Background: an optimization exercise with open tools, aiming at small area. Do not read the settings as production practice. Function was checked by simulation only, so behaviour that the tests miss may differ from the original. No activity file was given, so power comes from the tool's default toggle rates.

--- flow/flow/run.sh ---
#!/bin/bash
# The standard layout (the standard.sh: standard synthesis and ORFS steps),
# with two changes:
#  - ports are buffered with the smallest buffer, sky130_fd_sc_hd__buf_1,
#    instead of the one buffer_ports picks by default;
#  - clock tree synthesis: sky130_fd_sc_hd__clkbuf_16 at the root and in the
#    tree, sky130_fd_sc_hd__clkbuf_8 at the leaves, clusters of up to 16
#    sinks within 60 um, and no dummy loads.
# The make output goes to flow_make.log; each ORFS step writes its own log
# under orfs/logs/.
set -euo pipefail
bash standard.sh \
  "BUFFER_PORTS_ARGS=-buffer_cell sky130_fd_sc_hd__buf_1" \
  "CTS_ARGS=-sink_clustering_enable -repair_clock_nets -dont_use_dummy_load -buf_list sky130_fd_sc_hd__clkbuf_8 -root_buf sky130_fd_sc_hd__clkbuf_16 -tree_buf sky130_fd_sc_hd__clkbuf_16 -sink_clustering_size 16 -sink_clustering_max_diameter 60" \
  finish > flow_make.log 2>&1
--- flow/standard.sh ---
#!/bin/bash
# synth_recipe.tcl (not shown) runs the flow's synth.tcl, then flattens the netlist and writes it again
# the make line also repeats each setting of config.mk as NAME=value (left out here)
make -C /OpenROAD-flow-scripts/flow DESIGN_CONFIG=/design/flow/config.mk WORK_HOME=/design/flow/orfs CLKGATE_MAP_FILE= SYNTH_SCRIPT=/design/flow/synth_recipe.tcl "${@:-finish}"
--- flow/config.mk ---
export PLATFORM = sky130hd
export DESIGN_NAME = chacha20_stream_host
export DESIGN_NICKNAME = chacha20_stream_host
export VERILOG_FILES = /design/flow/design.v
export SDC_FILE = /design/flow/constraint.sdc
export NUM_CORES = 4
export LEC_CHECK = 0
export CAP_MARGIN = 20
export CORE_AREA = 4 4 396 396
export DIE_AREA = 0 0 400 400
export PLACE_DENSITY = 0.8
export SLEW_MARGIN = 20
export SYNTH_HIERARCHICAL = 1
--- flow/constraint.sdc ---
create_clock -name core_clock -period 5.0 [get_ports {clk}]
set_input_delay 1.0000 -clock core_clock [delete_from_list [all_inputs] [get_ports {clk}]]
set_output_delay 1.0000 -clock core_clock [all_outputs]
set_load 0.01 [all_outputs]
--- flow/design.v ---
package chacha20_pkg;
    localparam int WORD_W          = 32;
    localparam int WORDS_PER_BLOCK = 16;
    localparam int BLOCK_W         = WORD_W * WORDS_PER_BLOCK;
endpackage
import chacha20_pkg::*;
module chacha20_bit_select
(
    input  logic load,
    input  logic d,
    input  logic shift,
    input  logic s,
    input  logic hold,
    input  logic q,
    output logic y
);
    assign y = (load & d) | (shift & s) | (hold & q);
endmodule
module chacha20_word_deserializer
(
    input  logic               clk,
    input  logic               load,
    input  logic               shift,
    input  logic               hold,
    input  logic [BLOCK_W-1:0] d,
    input  logic [WORD_W-1:0]  din,
    output logic [BLOCK_W-1:0] q
);
    logic [BLOCK_W-1:0] shifted;
    logic [BLOCK_W-1:0] q_next;
    assign shifted = {din, q[BLOCK_W-1:WORD_W]};
    for (genvar i = 0; i < BLOCK_W; i++) begin : g_bit
        chacha20_bit_select u_sel (
            .load  (load),
            .d     (d[i]),
            .shift (shift),
            .s     (shifted[i]),
            .hold  (hold),
            .q     (q[i]),
            .y     (q_next[i])
        );
    end
    always_ff @(posedge clk) begin
        q <= q_next;
    end
endmodule
import chacha20_pkg::*;
module chacha20_stream_host
#(
    parameter int TIMEOUT_CYCLES = 1024,
    parameter int CNT_W          = 16
) (
    input  logic               clk,
    input  logic               rst,
    input  logic               blk_valid,
    output logic               blk_ready,
    input  logic [BLOCK_W-1:0] blk_data,
    output logic               res_valid,
    input  logic               res_ready,
    output logic [BLOCK_W-1:0] res_data,
    output logic               res_timeout,
    output logic               ws_start,
    output logic [WORD_W-1:0]  ws_data,
    input  logic [WORD_W-1:0]  ws_result,
    input  logic               ws_done,
    output logic               busy
);
    localparam int          TOTAL_W   = 10;   
    localparam logic [TOTAL_W-1:0] SEND_LAST = 10'd145;
    logic               rdy, st, sd, wt, rv, rt;
    logic [TOTAL_W-1:0] cnt;
    logic               last;
    logic               load, shift, hold;
    assign last = (cnt == SEND_LAST);
    assign blk_ready   = rdy;
    assign ws_start    = st;
    assign busy        = st | sd | wt | rv;
    assign res_valid   = rv;
    assign res_timeout = rt;
    assign load  = rdy && blk_valid;
    assign shift = sd || (wt && (ws_done || !last));
    assign hold  = st || rv;
    chacha20_word_deserializer u_deser (
        .clk   (clk),
        .load  (load),
        .shift (shift),
        .hold  (hold),
        .d     (blk_data),
        .din   (ws_result),
        .q     (res_data)
    );
    assign ws_data = res_data[WORD_W-1:0];
    logic cnt_fb;
    assign cnt_fb = cnt[9] ^ cnt[6] ^ (cnt[8:0] == 9'd0);
    always_ff @(posedge clk) begin
        cnt <= st ? '0 : {cnt[8:0], cnt_fb};
    end
    always_ff @(posedge clk or posedge rst) begin
        if (rst) begin
            rdy <= 1'b0;
            st  <= 1'b0;
            sd  <= 1'b0;
            wt  <= 1'b0;
            rv  <= 1'b0;
            rt  <= 1'b0;
        end else begin
            rdy <= !busy && !load;
            st  <= load;
            sd  <= st || (sd && !last);
            wt  <= (sd && last) || (wt && !ws_done && !last);
            rv  <= (wt && (ws_done || last)) || (rv && !res_ready);
            rt  <= (wt && !ws_done && last) || (rt && !res_ready);
        end
    end
endmodule
==> results.yml, run 1 <==
setup_path:
  path_class: "reg -> out"
  crit_buf_inv: 1
  worst_ep_arrival_time_ns: 2.48
  critPathLaunchType: "flip-flop"
  critical-path-top-delay-family: "simple AND/OR/NAND/NOR gates"
  setup.worst_path.start: "st"
  endpoint_kind: "output port"
  reg2reg_from: "st"
  cp_max_fo: 69
  crit_required_ns: 4.00
  max_stage_delay_ns: 0.83
  slowest_stage: "or2_4"
  crit_chain: "or2_4 > or2_2 > buf_1"
layout:
  final_cell_mix: "buf_1 (1097), dfxtp_1 (522), inv_1 (516)"
  drive_gt1_frac: 0.0340
  layout_commonest_cell: "buf_1"
  multi_input_area_um2: 5360
  final.fill_count: 17100
  area_growth_pct: 41.8
  seq_area_um2: 10600
  nNetsFinal: 3318
yosys:
  yosysSeqAreaShare: 0.585
  synthDistinctLibCells: 22
  synth_cells: 1619
  synth_top_family_by_area: "compound AO/OA/AOI/OAI gates"
  syn_avg_cell_area_um2: 11.2
  ys_seq_elements: 528
  synth_area_um2: 18100
  yosysWarnings: 8
  synth_xor_area_frac: 0
  synth.area.mux_share: 0.00145
  synth_fa_ha_area_frac: 0
  synth_nets: 2168
  synth_compound_area_frac: 0.285
  yosys.area_share.simple: 0.00849
floorplanning:
  start_util: 0.119
  rows: 143
  die_h_um: 400
  die-area_um2: 160000
  io_pins: 1098
  dieWidth_um: 400
  fp.coreArea_um2: 152000
drt:
  wl_um: 101000
  wl_per_cell_um: 21.0
  via_per_inst: 4.31
  drt_iter0_markers: 5372
  drt-pass1-iter-count: 14
  drc_errors: 0
  postRouteAntennaNets: 0
  num_vias: 20700
pwr:
  intPower_mw: 10.4
  power_frac_clock: 0.123
  pwr-share-seq: 0.465
  power.density_nw_per_um2: 768
  ir_drop_mv: 0.434
  sw_frac_of_total: 0.475
  power.switching_mw: 9.37
  p_leak_nw: 11.6
  comb_power_share: 0.412
timing:
  min_period_ns: 3.48
  worst_slack_ns: 1.52
  setup_viol: 0
  relSlewSlack: 0.257
  fin_crit_sh: 0.696
  hold_viol: 0
  setup_tns_ns: 0
  worst_pin_slew_ns: 1.11
  clock_skew_ns: 0.0621
  maxSlewViolCount: 0
  rsz0062_at_grt: "no"
  fmax_mhz: 287
grt:
  grt_usage: 0.112
  globalRoute.totalOverflow: 0
  antenna_found_initial: 14
  grt_start_max_net_pins: 189
  grt_pass1_wl_um: 132000
  grt_pass1_vias: 18200
cts:
  numCtsBuffers: 49
  cts_num_sinks: 528
  cts-root-buf: "clkbuf_16"
  hold_buffers: 0
  cts_tree: "done"
  htreeDepth: 2
  clkSlewWorstSetupHoldPaths_ns: 0.06
  clkLatencyLatePin_ns: 0.61
  ctsResizeCount: 0
  postCtsSetupBuffers: 0
  clockBufferDepth: 3
placed_design:
  dpl.hpwl_um: 78800
  gp_congestion: 0.996
  place_ws_ns: 2.00
  port-buffer-count: 1097
outcome:
  status: "timing/DRC/antenna clean"
worst_hold_path:
  min_path_type: "in -> async"
run:
  cap_violations: 0
[per-module statistics from Yosys, one instance, submodules excluded]
module | flops+latches | copies in the design | area [um^2] | cells
chacha20_word_deserializer | 512 | 1 | 10200 | 512
chacha20_stream_host | 16 | 1 | 831 | 83
chacha20_bit_select | 0 | 512 | 13.8 | 2
[worst reg2reg max path, delay by kind of cell (launching register included)]
family	cells	cell delay (ns)
AOI/OAI and AO/OA	1	0.64
buffers and inverters	3	0.94
DFF	1	0.63
and+or+nand+nor	1	0.83
[cells in the mapped netlist, drive strengths merged]
master  count  area share
dfxtp     522        0.58
inv       516        0.11
a222oi    512        0.28
buf        32       0.013
nor2b      10      0.0035
dfrtp       6      0.0083
nor2        4     0.00083
or2         3      0.0010
mux2        2      0.0014
a21o        1     0.00041
a21oi       1     0.00028
a31oi       1     0.00035
and2        1     0.00035
and4bb      1     0.00069
clkbuf      1     0.00021
nand4       1     0.00069
nor3        1     0.00028
nor4        1      0.0012
o21ai       1     0.00028
o31a        1     0.00048
o32ai       1     0.00048
[state kept, by name, summed over array words and instances, names as in the netlist]
register / cells
st: 1
u_deser.q: 512
rt: 1
rdy: 1
rv: 1
cnt: 10
sd: 1
wt: 1
[worst paths after layout]
path | depth (start not counted) | slack, ns | to
min reg2reg | 2 | 0.45 | u_deser.q[299]
max reg2reg | 5 | 1.89 | u_deser.q[296]
min in group core_clock | 2 | 0.45 | u_deser.q[299]
min | 2 | 0.32 | rv
max | 3 | 1.52 | busy
max in group asynchronous | 2 | 4.48 | wt
[per-stage QoR]
step	utilization	total power, mW	instances	cell area (um^2)	hold slack (ns)
floorplan	-	12.8	1619	18100	0.441
global placement	0.164	16.8	4748	24900	0.464
detailed placement	0.164	17.1	4748	24900	0.474
CTS	0.169	19.6	4797	25700	0.247
global route	0.169	20.9	4805	25700	0.274
finish	0.169	19.7	4812	25700	0.315
[power by group through the flow]
stage | clock, mW | sequential, mW | combinational (mW)
floorplan | 0 | 8.85 | 3.93
global placement | 0 | 8.97 | 7.81
detailed placement | 0 | 9.06 | 8.03
CTS | 2.52 | 8.99 | 8.05
global route | 2.66 | 9.29 | 8.90
finish | 2.42 | 9.18 | 8.13
[per-layer routing]
layer	wire (um)	part of all wire	track usage	vias to the layer above
met3	14800	0.15	0.0478	223
met1	38600	0.38	0.144	10000
li1	-	-	-	8757
met4	4360	0.043	0.0495	4
met2	43000	0.43	0.161	1695
met5	215	0.0021	0.0243	-
[cell type report]
class | count | share of cell area
flip-flops and latches | 528 | 0.412
multi-input cells | 542 | 0.209
diodes | 15 | 0.00146
well taps | 2030 | 0.0988
inverters | 516 | 0.0754
clock buffers | 49 | 0.0284
repair buffers | 1132 | 0.175
[cells by family after synthesis]
group           count (synthesis)
compound gates                518
buf+inv                       549
flops                         528
mux                             2
simple gates                   22
==> run 2, diff against run 1 <==
==> flow/flow/run.sh (replaced) <==
#!/bin/bash
# The standard layout (the standard.sh: standard synthesis and ORFS steps),
# with two changes:
#  - ports are buffered with the smallest buffer, sky130_fd_sc_hd__buf_1,
#    instead of the one buffer_ports picks by default;
#  - clock tree synthesis: sky130_fd_sc_hd__clkbuf_16 at the root and in the
#    tree, sky130_fd_sc_hd__clkbuf_8 at the leaves, clusters of up to 16
#    sinks within 70 um, and no dummy loads.
# The make output goes to flow_make.log; each ORFS step writes its own log
# under orfs/logs/.
set -euo pipefail
bash standard.sh \
  "BUFFER_PORTS_ARGS=-buffer_cell sky130_fd_sc_hd__buf_1" \
  "CTS_ARGS=-sink_clustering_enable -repair_clock_nets -dont_use_dummy_load -buf_list sky130_fd_sc_hd__clkbuf_8 -root_buf sky130_fd_sc_hd__clkbuf_16 -tree_buf sky130_fd_sc_hd__clkbuf_16 -sink_clustering_size 16 -sink_clustering_max_diameter 70" \
  finish > flow_make.log 2>&1
--- a/flow/config.mk
+++ b/flow/config.mk
@@ -9,5 +9,5 @@
 export CORE_AREA = 4 4 396 396
 export DIE_AREA = 0 0 400 400
-export PLACE_DENSITY = 0.8
+export PLACE_DENSITY = 0.9
 export SLEW_MARGIN = 20
 export SYNTH_HIERARCHICAL = 1
==> run 2 against run 1 <==
  * Via count increased by 0.72%
  * Largest cell class unchanged
  * Non-clock buffer count stayed put
  * Clock skew increased by 0.022 ns
  * Sequential cell count is the same
  * Largest power group unchanged
  * Global-route usage up 0.84 points
  * Highest routed layer unchanged
==> results.yml, run 2 <==
setup_path:
  critPathLaunchType: "flip-flop"
  setup.worst_path.start: "st"
  endpoint_kind: "output port"
  path_class: "reg -> out"
  reg2reg_from: "st"
  worst_ep_arrival_time_ns: 2.40
  worstReg2RegEnd: "u_deser.q[456]"
  timing.reg2reg.setup_slack_ns: 2.08
  cp_max_fo: 56
  endpoint: "busy"
  crit_required_ns: 4.00
  reg2reg_depth: 5
outcome:
  status: "timing/DRC/antenna clean"
yosys:
  synth_nets: 2168
  synth_top_area_frac: 0.576
  async_flop_share: 0.0114
  synthFlopType: "dfxtp_1"
  yosysSeqAreaShare: 0.585
  netlist_top_cells_area: "dfxtp_1 (58%), a222oi_1 (28%), inv_1 (11%), buf_4 (1.3%), dfrtp_1 (0.83%)"
  synth_common_cells: "dfxtp_1 (522), inv_1 (516), a222oi_1 (512)"
  synthDistinctLibCells: 22
  synth_edf_count: 0
  synth.most_common_cell: "dfxtp_1"
  synth_area_um2: 18100
  syn_avg_cell_area_um2: 11.2
  synth_top_cell_by_area: "dfxtp_1"
  yosysWarnings: 8
  synth_cells: 1619
  ys_seq_elements: 528
drt:
  drc_errors: 0
  postRouteAntennaNets: 0
  num_vias: 20900
  via_per_inst: 4.35
  wl_um: 109000
  drt-pass1-iter-count: 13
  wl_per_cell_um: 22.6
  drt_iter0_markers: 5541
cts:
  postCtsSetupBuffers: 0
  cts-root-buf: "clkbuf_16"
  clkLatencyLatePin_ns: 0.59
  cts_num_sinks: 528
  clkSlewWorstSetupHoldPaths_ns: 0.10
  htreeDepth: 2
  clockBufferDepth: 3
  ctsResizeCount: 0
  cts_tree: "done"
  numCtsBuffers: 43
  hold_buffers: 0
layout:
  largest_reg_flops: 512
  layout_commonest_cell: "buf_1"
  final_cell_mix: "buf_1 (1097), dfxtp_1 (522), inv_1 (516)"
  final.fill_count: 17000
  regMostFlops: "u_deser.q"
  seq_area_um2: 10600
  design_area_um2: 25600
  multi_input_area_um2: 5360
  nNetsFinal: 3312
  drive_gt1_frac: 0.0319
  largestRegisters: "u_deser.q (512), cnt (10)"
  area_growth_pct: 41.3
timing:
  rsz0062_at_grt: "no"
  fmax_mhz: 294
  setup_tns_ns: 0
  min_period_ns: 3.40
  maxSlewViolCount: 0
  clock_skew_ns: 0.0838
  fin_crit_sh: 0.681
  hold_viol: 0
  holdWs_ns: 0.285
  relSlewSlack: 0.285
  setup_viol: 0
  worst_pin_slew_ns: 1.07
floorplanning:
  die-area_um2: 160000
  rows: 143
  start_util: 0.119
  io_pins: 1098
  fp.coreArea_um2: 152000
  dieWidth_um: 400
  die_h_um: 400
grt:
  globalRoute.totalOverflow: 0
  grt_usage: 0.121
  grt_pass1_vias: 18400
  antenna_found_initial: 26
  grt_start_max_net_pins: 169
  grt_pass1_wl_um: 139000
pwr:
  p_leak_nw: 11.6
  ir_drop_mv: 0.411
  power.density_nw_per_um2: 783
  power.total_mw: 20.1
worst_hold_path:
  min_path_type: "in -> async"
placed_design:
  placed_cell_area_um2: 24900
  port-buffer-count: 1097
  dpl.hpwl_um: 86500
  gp_congestion: 0.985
run:
  cap_violations: 0
[run 2: cell counts after synthesis]
Identical to the previous run, type by type.
[run 2: critical path: stages, from the launching register on]
cell and delay, ns:
dfrtp_1 0.64, or2_4 0.70, or2_2 0.26, buf_1 0.20
[run 2: worst min path at each step]
stage | to | slack (ns) | cells past startpoint
floorplan | cnt[9] | 0.44 | 2
global placement | cnt[9] | 0.45 | 2
detailed placement | cnt[9] | 0.47 | 2
CTS | rt | 0.23 | 2
global route | rt | 0.25 | 2
finish | rt | 0.29 | 2
[run 2: per-stage QoR]
step	setup slack, ns	utilization	std cells
after detailed placement	2.09	0.164	4748
final	1.60	0.168	4803
after global placement	2.16	0.164	4748
after floorplan	0.439	-	1619
after global routing	1.44	0.168	4798
after CTS	1.55	0.168	4791
[run 2: per-layer routing]
layer / share of wire / up-vias / track usage
met5: 0.0034 / - / 0.0120
met4: 0.048 / 16 / 0.0598
met3: 0.15 / 246 / 0.0630
met2: 0.43 / 1770 / 0.176
met1: 0.37 / 10100 / 0.144
li1: - / 8745 / -
[run 2: modules after synthesis (local to each module, per instance)]
| module | cell area, um^2 | flip-flops and latches |
|---|---|---|
| chacha20_bit_select | 13.8 | 0 |
| chacha20_stream_host | 831 | 16 |
| chacha20_word_deserializer | 10200 | 512 |
[run 2: logic make-up after synthesis]
group / Yosys count / share of synthesized area
AND/OR/NAND/NOR: 22 / 0.00849
flip-flops: 528 / 0.585
multiplexers: 2 / 0.00145
buffers and inverters: 549 / 0.120
AO/OA/AOI/OAI: 518 / 0.285
[run 2: cell type report]
cell class,count,share of cell area
timing repair buffer,1132,0.175
tap,2030,0.0992
inverter,516,0.0756
antenna,12,0.00117
multi-input combinational,542,0.209
clock buffer,43,0.0253
sequential,528,0.414
[run 2: power by group]
group / leakage (nW) / switching [mW] / internal [mW] / total [mW]
Sequential: 4.47 / 2.87 / 6.44 / 9.31
Clock: 0.335 / 1.44 / 0.866 / 2.31
Combinational: 6.79 / 5.49 / 2.95 / 8.44
Total: 11.6 / 9.80 / 10.3 / 20.1

==> re-timing with driven ports <==
In the flow no input, the clock included, has a driving cell. The finished layouts below were timed again as built, in two steps.
Step 1: set_driving_cell puts a clkbuf_16 on clk and a buf_2 on each other input, an assumption about the parent block.
Step 2 times the ports against the registers' clock, not the clock port: input delays grow and output delays shrink by t, the midpoint of the rising clock arrivals with the driver on.
Slacks: ideal / step 1 / step 2; pairs: ideal / step 1.
run	t, ns	setup slack, ns	slew at the worst register clock pin (ns)	worst data-port slew with drivers (ns)	pins driven straight from the clock port
run 1	0.625	1.521 / 1.465 / 1.894	0.11 / 0.11	0.29	1
run 2	0.607	1.596 / 1.540 / 1.958	0.11 / 0.11	0.29	1
After both steps setup and hold are still met in every run listed.
